From an optimization exercise on the open Yosys and OpenROAD flow, aimed at a short achievable clock period and few clock cycles; shortcuts taken in it are not production practice. The RTL was checked by simulation tests, not by an equivalence proof against the original design. Power is estimated from default activity; no workload was simulated.

<file path="flow/run.sh">
#!/bin/bash
# synth_recipe.tcl (not shown) runs the flow's synth.tcl, then flattens the netlist and writes it again
# the make line also repeats each setting of config.mk as NAME=value (left out here)
make -C /OpenROAD-flow-scripts/flow DESIGN_CONFIG=/design/flow/config.mk WORK_HOME=/design/flow/orfs CLKGATE_MAP_FILE= SYNTH_SCRIPT=/design/flow/synth_recipe.tcl finish
</file>
<file path="flow/config.mk">
export PLATFORM = sky130hd
export DESIGN_NAME = cpuTop
export DESIGN_NICKNAME = cpuTop
export VERILOG_FILES = /design/flow/design.v
export SDC_FILE = /design/flow/constraint.sdc
export NUM_CORES = 4
export LEC_CHECK = 0
export CAP_MARGIN = 20
export CORE_MARGIN = 2
export CORE_UTILIZATION = 40
export SLEW_MARGIN = 20
</file>
<file path="flow/constraint.sdc">
create_clock -name core_clock -period 8.0 [get_ports {clk}]
set_input_delay 1.6000 -clock core_clock [delete_from_list [all_inputs] [get_ports {clk}]]
set_output_delay 1.6000 -clock core_clock [all_outputs]
set_load 0.01 [all_outputs]
</file>
<file path="flow/design.v">
package cpuPkg;
    localparam int XLEN = 32;
    typedef enum logic [3:0] {
        IF, ID, ID_ECALL, EX_R, EX_IALU, WB_ALU, EX_LDSD, MEM_LD,
        WB_LD, MEM_SD, EX_JAL, EX_JALR, EX_B1, EX_B2, HALT
    } stateT;
    typedef enum logic [1:0] {
        ADD    = 2'b00,
        BRANCH = 2'b01,
        FUNCT  = 2'b10
    } aluOpT;
    typedef enum logic [1:0] {
        REG_B = 2'b00,
        FOUR  = 2'b01,
        IMM   = 2'b10
    } srcBT;
    localparam logic [6:0] OP_R      = 7'b0110011;
    localparam logic [6:0] OP_IMM    = 7'b0010011;
    localparam logic [6:0] OP_LOAD   = 7'b0000011;
    localparam logic [6:0] OP_STORE  = 7'b0100011;
    localparam logic [6:0] OP_JAL    = 7'b1101111;
    localparam logic [6:0] OP_JALR   = 7'b1100111;
    localparam logic [6:0] OP_BRANCH = 7'b1100011;
    localparam logic [6:0] OP_SYSTEM = 7'b1110011;
    typedef union packed {
        struct packed {
            logic [6:0] funct7;
            logic [4:0] rs2;
            logic [4:0] rs1;
            logic [2:0] funct3;
            logic [4:0] rd;
            logic [6:0] opcode;
        } rFmt;
        struct packed {
            logic [11:0] imm12;
            logic [4:0]  rs1;
            logic [2:0]  funct3;
            logic [4:0]  rd;
            logic [6:0]  opcode;
        } iFmt;
        struct packed {
            logic [6:0] immHi;
            logic [4:0] rs2;
            logic [4:0] rs1;
            logic [2:0] funct3;
            logic [4:0] immLo;
            logic [6:0] opcode;
        } sFmt;
        struct packed {
            logic       immSign;
            logic [5:0] immHi;
            logic [4:0] rs2;
            logic [4:0] rs1;
            logic [2:0] funct3;
            logic [3:0] immLo;
            logic       immBit11;
            logic [6:0] opcode;
        } bFmt;
        logic [31:0] raw;
    } instrU;
    typedef struct packed {
        logic  pcWriteNotCond;
        logic  pcWrite;
        logic  iOrD;
        logic  memRead;
        logic  memWrite;
        logic  memToReg;
        logic  irWrite;
        logic  pcSource;
        aluOpT aluOp;
        srcBT  aluSrcB;
        logic  aluSrcA;
        logic  regWrite;
    } ctrlT;
    typedef struct packed {
        logic            req;
        logic            we;
        logic [XLEN-1:0] addr;
        logic [XLEN-1:0] wdata;
    } memReqT;
endpackage
`timescale 1ns/10ps
import cpuPkg::*;
module regFile (
    input  logic                    clk,
    input  logic [4:0]              rs1,
    input  logic [4:0]              rs2,
    input  logic [4:0]              rd,
    input  logic                    we,
    input  logic [cpuPkg::XLEN-1:0] wdata,
    output logic [cpuPkg::XLEN-1:0] rdata1,
    output logic [cpuPkg::XLEN-1:0] rdata2
);
    logic [XLEN-1:0] regs [1:31];
    always_ff @(posedge clk) begin
        if (we && rd != 5'd0) begin
            regs[rd] <= wdata;
        end
    end
    assign rdata1 = (rs1 == 5'd0) ? '0 : regs[rs1];
    assign rdata2 = (rs2 == 5'd0) ? '0 : regs[rs2];
endmodule
`timescale 1ns/10ps
import cpuPkg::*;
module immGen (
    input  cpuPkg::instrU           instr,
    output logic [cpuPkg::XLEN-1:0] imm
);
    always_comb begin
        case (instr.rFmt.opcode)
            OP_STORE: begin
                imm = {{20{instr.sFmt.immHi[6]}}, instr.sFmt.immHi, instr.sFmt.immLo};
            end
            OP_BRANCH: begin
                imm = {{19{instr.bFmt.immSign}}, instr.bFmt.immSign, instr.bFmt.immBit11,
                       instr.bFmt.immHi, instr.bFmt.immLo, 1'b0};
            end
            OP_JAL: begin
                imm = {{11{instr.raw[31]}}, instr.raw[31], instr.raw[19:12],
                       instr.raw[20], instr.raw[30:21], 1'b0};
            end
            default: begin
                imm = {{20{instr.iFmt.imm12[11]}}, instr.iFmt.imm12};
            end
        endcase
    end
endmodule
`timescale 1ns/10ps
import cpuPkg::*;
module aluUnit (
    input  logic [cpuPkg::XLEN-1:0] pc,
    input  logic [cpuPkg::XLEN-1:0] a,
    input  logic [cpuPkg::XLEN-1:0] b,
    input  logic [cpuPkg::XLEN-1:0] imm,
    input  logic                    aluSrcA,
    input  cpuPkg::srcBT            aluSrcB,
    input  cpuPkg::aluOpT           aluOp,
    input  cpuPkg::instrU           instr,
    output logic [cpuPkg::XLEN-1:0] result,
    output logic                    branchTaken
);
    logic [XLEN-1:0] opA;
    logic [XLEN-1:0] opB;
    logic [XLEN-1:0] sum;
    logic [XLEN-1:0] diff;
    logic            lessThan;
    logic            isSub;
    always_comb begin
        opA = aluSrcA ? a : pc;
        case (aluSrcB)
            FOUR:    opB = XLEN'(4);
            IMM:     opB = imm;
            default: opB = b;
        endcase
    end
    assign sum = opA + opB;
    assign diff = opA - opB;
    assign lessThan = $signed(opA) < $signed(opB);
    assign isSub = (instr.rFmt.opcode == OP_R) && instr.rFmt.funct7[5];
    always_comb begin
        result = sum;
        branchTaken = 1'b0;
        case (aluOp)
            FUNCT: begin
                case (instr.rFmt.funct3)
                    3'b000:  result = isSub ? diff : sum;
                    3'b010:  result = {{(XLEN-1){1'b0}}, lessThan};
                    3'b100:  result = opA ^ opB;
                    3'b110:  result = opA | opB;
                    3'b111:  result = opA & opB;
                    default: result = sum;
                endcase
            end
            BRANCH: begin
                result = diff;
                case (instr.rFmt.funct3)
                    3'b000:  branchTaken = (diff == '0);
                    3'b001:  branchTaken = (diff != '0);
                    3'b100:  branchTaken = lessThan;
                    3'b101:  branchTaken = !lessThan;
                    default: branchTaken = 1'b0;
                endcase
            end
            default: result = sum;
        endcase
    end
endmodule
`timescale 1ns/10ps
import cpuPkg::*;
module stateSequencer (
    input  logic          clk,
    input  logic          rst,
    input  cpuPkg::instrU instr,
    input  logic          accessDone,
    input  logic          branchTaken,
    output cpuPkg::stateT state,
    output logic          halted
);
    cpuPkg::stateT nextState;
    always_ff @(posedge clk) begin
        if (rst) begin
            state <= IF;
        end else begin
            state <= nextState;
        end
    end
    always_comb begin
        nextState = state;
        case (state)
            IF: if (accessDone) nextState = ID;
            ID: begin
                case (instr.rFmt.opcode)
                    OP_R:               nextState = EX_R;
                    OP_IMM:             nextState = EX_IALU;
                    OP_LOAD, OP_STORE:  nextState = EX_LDSD;
                    OP_JAL:             nextState = EX_JAL;
                    OP_JALR:            nextState = EX_JALR;
                    OP_BRANCH:          nextState = EX_B1;
                    OP_SYSTEM:          nextState = ID_ECALL;
                    default:            nextState = HALT;
                endcase
            end
            ID_ECALL: nextState = HALT;
            EX_R, EX_IALU: nextState = WB_ALU;
            WB_ALU: nextState = IF;
            EX_LDSD: begin
                if (instr.rFmt.opcode == OP_LOAD) begin
                    nextState = MEM_LD;
                end else begin
                    nextState = MEM_SD;
                end
            end
            MEM_LD: if (accessDone) nextState = WB_LD;
            WB_LD: nextState = IF;
            MEM_SD: if (accessDone) nextState = IF;
            EX_JAL, EX_JALR: nextState = IF;
            EX_B1: nextState = branchTaken ? EX_B2 : IF;
            EX_B2: nextState = IF;
            default: nextState = HALT;
        endcase
    end
    assign halted = (state == HALT);
endmodule
`timescale 1ns/10ps
import cpuPkg::*;
module stateToControl (
    input  cpuPkg::stateT state,
    output cpuPkg::ctrlT  ctrl
);
    always_comb begin
        ctrl = '0;
        ctrl.aluOp = ADD;
        ctrl.aluSrcB = REG_B;
        case (state)
            IF: begin
                ctrl.iOrD = 1'b0;
                ctrl.memRead = 1'b1;
                ctrl.irWrite = 1'b1;
            end
            ID: begin
                ctrl.aluSrcA = 1'b0;
                ctrl.aluSrcB = FOUR;
                ctrl.aluOp = ADD;
            end
            ID_ECALL: begin
                ctrl.aluSrcA = 1'b0;
                ctrl.aluSrcB = FOUR;
                ctrl.pcSource = 1'b0;
                ctrl.pcWrite = 1'b1;
            end
            EX_R: begin
                ctrl.aluSrcA = 1'b1;
                ctrl.aluSrcB = REG_B;
                ctrl.aluOp = FUNCT;
            end
            EX_IALU: begin
                ctrl.aluSrcA = 1'b1;
                ctrl.aluSrcB = IMM;
                ctrl.aluOp = FUNCT;
            end
            WB_ALU: begin
                ctrl.memToReg = 1'b0;
                ctrl.regWrite = 1'b1;
                ctrl.aluSrcA = 1'b0;
                ctrl.aluSrcB = FOUR;
                ctrl.pcWrite = 1'b1;
            end
            EX_LDSD: begin
                ctrl.aluSrcA = 1'b1;
                ctrl.aluSrcB = IMM;
                ctrl.aluOp = ADD;
            end
            MEM_LD: begin
                ctrl.iOrD = 1'b1;
                ctrl.memRead = 1'b1;
            end
            WB_LD: begin
                ctrl.memToReg = 1'b1;
                ctrl.regWrite = 1'b1;
                ctrl.aluSrcA = 1'b0;
                ctrl.aluSrcB = FOUR;
                ctrl.pcWrite = 1'b1;
            end
            MEM_SD: begin
                ctrl.iOrD = 1'b1;
                ctrl.memWrite = 1'b1;
                ctrl.aluSrcA = 1'b0;
                ctrl.aluSrcB = FOUR;
                ctrl.pcWrite = 1'b1;
            end
            EX_JAL: begin
                ctrl.regWrite = 1'b1;
                ctrl.aluSrcA = 1'b0;
                ctrl.aluSrcB = IMM;
                ctrl.pcWrite = 1'b1;
            end
            EX_JALR: begin
                ctrl.regWrite = 1'b1;
                ctrl.aluSrcA = 1'b1;
                ctrl.aluSrcB = IMM;
                ctrl.pcWrite = 1'b1;
            end
            EX_B1: begin
                ctrl.aluSrcA = 1'b1;
                ctrl.aluSrcB = REG_B;
                ctrl.aluOp = BRANCH;
                ctrl.pcSource = 1'b1;
                ctrl.pcWriteNotCond = 1'b1;
            end
            EX_B2: begin
                ctrl.aluSrcA = 1'b0;
                ctrl.aluSrcB = IMM;
                ctrl.pcWrite = 1'b1;
            end
            default: ;
        endcase
    end
endmodule
`timescale 1ns/10ps
import cpuPkg::*;
module dataPath (
    input  logic                    clk,
    input  logic                    rst,
    input  cpuPkg::ctrlT            ctrl,
    input  logic                    memAck,
    input  logic [cpuPkg::XLEN-1:0] memRdata,
    output cpuPkg::memReqT          memReq,
    output cpuPkg::instrU           instr,
    output logic                    branchTaken,
    output logic                    accessDone
);
    logic [XLEN-1:0] pc;
    cpuPkg::instrU           ir;
    logic [XLEN-1:0] regA;
    logic [XLEN-1:0] regB;
    logic [XLEN-1:0] aluOut;
    logic [XLEN-1:0] mdr;
    logic [XLEN-1:0] rdata1;
    logic [XLEN-1:0] rdata2;
    logic [XLEN-1:0] imm;
    logic [XLEN-1:0] aluResult;
    logic [XLEN-1:0] wbData;
    logic [XLEN-1:0] pcNext;
    logic            memPhase;
    logic            stepDone;
    logic            pcEn;
    logic            raiseReq;
    logic            reqQ;
    logic            weQ;
    logic [XLEN-1:0] addrQ;
    logic [XLEN-1:0] wdataQ;
    assign memPhase = ctrl.memRead | ctrl.memWrite;
    assign accessDone = reqQ & memAck;
    assign stepDone = !memPhase || accessDone;
    assign pcEn = (ctrl.pcWrite | (ctrl.pcWriteNotCond & !branchTaken)) & stepDone;
    assign pcNext = ctrl.pcSource ? aluOut : {aluResult[XLEN-1:1], 1'b0};
    assign wbData = ctrl.memToReg ? mdr : aluOut;
    assign instr = ir;
    regFile regs (
        .clk(clk), .rs1(ir.rFmt.rs1), .rs2(ir.rFmt.rs2), .rd(ir.rFmt.rd),
        .we(ctrl.regWrite & stepDone), .wdata(wbData), .rdata1(rdata1), .rdata2(rdata2)
    );
    immGen imms (.instr(ir), .imm(imm));
    aluUnit alu (
        .pc(pc), .a(regA), .b(regB), .imm(imm), .aluSrcA(ctrl.aluSrcA),
        .aluSrcB(ctrl.aluSrcB), .aluOp(ctrl.aluOp), .instr(ir),
        .result(aluResult), .branchTaken(branchTaken)
    );
    always_ff @(posedge clk) begin
        if (rst) begin
            pc <= '0;
        end else if (pcEn) begin
            pc <= pcNext;
        end
    end
    always_ff @(posedge clk) begin
        if (ctrl.irWrite && accessDone) ir <= memRdata;
        if (ctrl.memRead && ctrl.iOrD && accessDone) mdr <= memRdata;
        if (!memPhase) begin
            regA <= rdata1;
            regB <= rdata2;
            aluOut <= aluResult;
        end
    end
    assign raiseReq = !reqQ && memPhase && !memAck;
    always_ff @(posedge clk) begin
        if (rst) begin
            reqQ <= 1'b0;
        end else if (reqQ) begin
            if (memAck) reqQ <= 1'b0;
        end else if (raiseReq) begin
            reqQ <= 1'b1;
        end
    end
    always_ff @(posedge clk) begin
        if (raiseReq) begin
            addrQ <= ctrl.iOrD ? aluOut : pc;
            weQ <= ctrl.memWrite;
            wdataQ <= regB;
        end
    end
    assign memReq = {reqQ, weQ, addrQ, wdataQ};
endmodule
`timescale 1ns/10ps
import cpuPkg::*;
module cpuTop (
    input  logic                    clk,
    input  logic                    rst,
    output logic                    memReq,
    output logic                    memWe,
    output logic [cpuPkg::XLEN-1:0] memAddr,
    output logic [cpuPkg::XLEN-1:0] memWdata,
    input  logic                    memAck,
    input  logic [cpuPkg::XLEN-1:0] memRdata,
    output logic                    halted
);
    cpuPkg::stateT state;
    cpuPkg::ctrlT  ctrl;
    cpuPkg::instrU instr;
    logic  branchTaken;
    logic  accessDone;
    cpuPkg::memReqT bus;
    assign memReq = bus.req;
    assign memWe = bus.we;
    assign memAddr = bus.addr;
    assign memWdata = bus.wdata;
    stateSequencer sequencer (
        .clk(clk),
        .rst(rst),
        .instr(instr),
        .accessDone(accessDone),
        .branchTaken(branchTaken),
        .state(state),
        .halted(halted)
    );
    stateToControl control (
        .state(state),
        .ctrl(ctrl)
    );
    dataPath datapath (
        .clk(clk),
        .rst(rst),
        .ctrl(ctrl),
        .memAck(memAck),
        .memRdata(memRdata),
        .memReq(bus),
        .instr(instr),
        .branchTaken(branchTaken),
        .accessDone(accessDone)
    );
endmodule
</file>
==> summary.txt <==
## through the flow
step | hold WS [ps] | setup slack (ps) | total power (uW)
after detailed placement | 493 | 614 | 18300
after floorplan | 427 | 1110 | 15200
final | 495 | 592 | 24700
after global routing | 522 | 305 | 25700
after global placement | 496 | 625 | 18200
after CTS | 505 | 605 | 24700
## report_power, final
| group | internal [uW] | leakage [uW] | switching [uW] | total (uW) |
|---|---|---|---|---|
| Clock | 3780 | 0.00217 | 2630 | 6410 |
| Sequential | 9050 | 0.0115 | 473 | 9530 |
| Combinational | 2840 | 0.0100 | 5910 | 8750 |
## cells by family after synthesis
kind of cell    count (synthesis)
fa+ha+maj                     106
buf+inv                       424
flops                        1266
mux                           838
xor+xnor                       49
compound gates                647
simple gates                  645
## layout make-up
class / instances / area, um2 / share of cell area
Sequential cell: 1266 / 37500 / 0.524
Multi-Input combinational cell: 2285 / 24700 / 0.345
Clock buffer: 170 / 3680 / 0.0514
Tap cell: 2072 / 2590 / 0.0362
Timing Repair Buffer: 195 / 1830 / 0.0256
Clock inverter: 67 / 788 / 0.0110
Inverter: 136 / 510 / 0.00713
## path summary, 6_finish.rpt
| path | startpoint | to | slack, ps |
|---|---|---|---|
| worst max-delay path | datapath.ir[5]$_DFFE_PP_ | datapath.alu.aluSrcB[1]$_DFF_P_ | 590 |
| worst min register to register | datapath.regB[27]$_SDFFCE_PN0P_ | datapath.wdataQ[27]$_DFFE_PP_ | 490 |
| worst max register to register | datapath.ir[5]$_DFFE_PP_ | datapath.alu.aluSrcB[1]$_DFF_P_ | 590 |
| worst min-delay path | datapath.regB[27]$_SDFFCE_PN0P_ | datapath.wdataQ[27]$_DFFE_PP_ | 490 |
## synth_stat cells, types with 12 or more instances
library cell / instances / area (um2)
dfxtp_1: 49 / 981
nand2_1: 107 / 402
mux2_2: 92 / 1040
o21ai_1: 14 / 70.1
and2_1: 12 / 75.1
a21o_1: 26 / 195
nor3_1: 38 / 190
ha_1: 104 / 1300
a21oi_1: 223 / 1120
mux4_2: 561 / 12600
buf_1: 80 / 300
a22o_1: 17 / 149
xnor2_1: 41 / 359
o31ai_1: 15 / 113
o21a_1: 47 / 353
o22ai_1: 40 / 250
edfxtp_1: 1217 / 36500
mux2i_1: 185 / 1850
nor2_1: 328 / 1230
nand2b_1: 24 / 150
nor4_1: 12 / 75.1
clkbuf_1: 199 / 747
a211oi_2: 17 / 213
nand3_1: 36 / 180
o21ai_0: 102 / 510
nor2b_1: 20 / 125
inv_1: 133 / 499
a31oi_1: 26 / 163
## registers in the layout (all words and copies together) (netlist names), 4 cells and up
| signal | flops |
|---|---|
| datapath.regB | 32 |
| sequencer.state | 4 |
| datapath.wdataQ | 32 |
| datapath.addrQ | 32 |
| datapath.mdr | 32 |
| datapath.regA | 32 |
| datapath.ir | 32 |
| datapath.pc | 32 |
| datapath.aluOut | 32 |
| datapath.regs.regs | 992 |
| datapath.ctrl | 8 |
## layer usage
layer / part of all wire / vias up / global-route usage
met1: 0.41 / 20500 / 0.348
met2: 0.47 / 1940 / 0.394
met4: 0.035 / 0 / 0.0886
met5: 0 / - / 0
li1: - / 16100 / -
met3: 0.082 / 322 / 0.0427
==> results.ini <==
[synth]
synth_area_per_cell_um2 = 16.0
seq_area_frac_synth = 0.591
synth_top_family_by_area = multiplexers
yosys.area_share.simple = 0.0459
yosys_warnings = 6
synth_edf_count = 1217
synth_fa_ha_area_frac = 0.0211
syn_inst = 3975
async_flop_share = 0
synth-seq-cells = 1266
synth_compound_area_frac = 0.0658
ys_types = 84
synth_fp_nets = 4116
synthMuxAreaShare = 0.244
synth_area_um2 = 63500
ys.flop_type = edfxtp_1
synth_xor_area_frac = 0.00675

[sta]
maxSlewViolCount = 0
hold_viol_final = 0
fin_crit_sh = 0.926
finalSetupViolations = 0
setup_tns_ps = 0
timing.fmax_mhz = 135
clock-skew-final_ps = 29.7
rsz0062_at_grt = no
worst_pin_slew_ps = 1170
fin_crit_ps = 7410
slew_headroom = 0.214

[grt]
grt_overflow = 0
grt_pass1_wl_mm = 287
antenna_found_initial = 7
grt_max_degree = 133
track_usage = 0.249
grt_pass1_vias = 38200

[worst_setup_path]
worstSetupPathType = flip-flop to flip-flop
cp_common_cell = or4_1
critical_path.top_delay_family = compound AO/OA/AOI/OAI gates
critPathLaunchType = flip-flop
rr_worst_depth = 22
worst_setup_path_end_kind = flip-flop
cp.depth = 22
crit_arrival_ps = 8030
critPathBufInv = 2
worstPathRequired_ps = 8620
slowest_stage = a221oi_2
worst-path-max-fanout = 8
cp_cell_sequence = nand3_1, or4_1, mux2i_1, o21ai_0, inv_1, ha_1, o311ai_1, o211ai_1, a221oi_2, o21bai_2, xnor2_1, or4_1, or4_1, or3_4, a211oi_4, o21a_1, nor2_1, ha_1, inv_1, nor3_1, a21boi_1, o22ai_1
cpPeakStageDelay_ps = 680

[clock_tree]
ctsResizeCount = 0
numCtsBuffers = 134
cts_root_buf = clkbuf_16
cts_tree = yes
cts_sinks = 1266
clkLatencyLatePin_ps = 780
cts_buffer_depth = 3
ctsHoldBuffers = 0
htreeDepth = 4
clk_pin_slew_ps = 60
cts_setup_buffers = 0

[pwr]
ir_worst_vdd_mv = 0.237
p_leak_uw = 0.0237
powerDensity_nw_per_um2 = 345

[placement]
place_inst = 5953
postPlaceCellArea_um2 = 67100
gp_congestion = 0.967
dpl.hpwl_mm = 122
io_buffers = 101

[final_layout]
utilization = 0.453
final_cell_area_um2 = 71600
fin_nets = 4159
syn_to_final_growth_pct = 12.7
drive_above_1_share = 0.248
diodes = 0
final_cell_mix = edfxtp_1 (1217), mux4_2 (561), nor2_1 (296)
fillers = 13500
post_layout_nonfiller_instances = 6191
final_common_cell = edfxtp_1

[drt]
vias_per_cell = 6.29
routed_wl_mm = 203
dr.pass1.iters = 5
drc = 0
drt_iter0_markers = 5071
antenna_left = 0
wl_per_cell_um = 32.7
vias = 38900

[floorplanning]
die_h_um = 403
io-pin-count = 102
dieArea_um2 = 162000
start_util = 0.402
die_x_um = 403
rows = 146
core_um2 = 158000

[worst_hold_path]
min_path_type = flip-flop to flip-flop
min_path_cells = 0

[outcome]
outcome = timing/DRC/antenna clean

[run]
cap_violations = 0

Testbench counts, summed over its fixed seeds: cycles 116,804.

-- port drivers added, routing unchanged --
In the flow no input, the clock included, has a driving cell. The finished layout below was timed again as built, in two steps.
Step 1: set_driving_cell puts a clkbuf_16 on clk and a buf_2 on each other input, an assumption about the parent block.
Step 2 adds t to the input delays and takes it off the output delays; t is the mean of the earliest and latest rising clock arrival at the registers after step 1. Input paths then give back, and output paths get back, about the clock's delay inside the block.
a / b / c = ideal ports / drivers / drivers and shift; a / b = the first two.
shift t [ns]: 0.861
setup slack, ns: 0.592 / 0.592 / 0.592
clock arrival spread, ns: 0.037 / 0.037
slew at the worst register clock pin (ns): 0.07 / 0.07
worst data-port slew with drivers (ns): 0.08
After both steps this run still meets setup and hold. For this run, drivers alone change the setup slack by 0.000 ns; drivers and shift together by 0.000 ns.
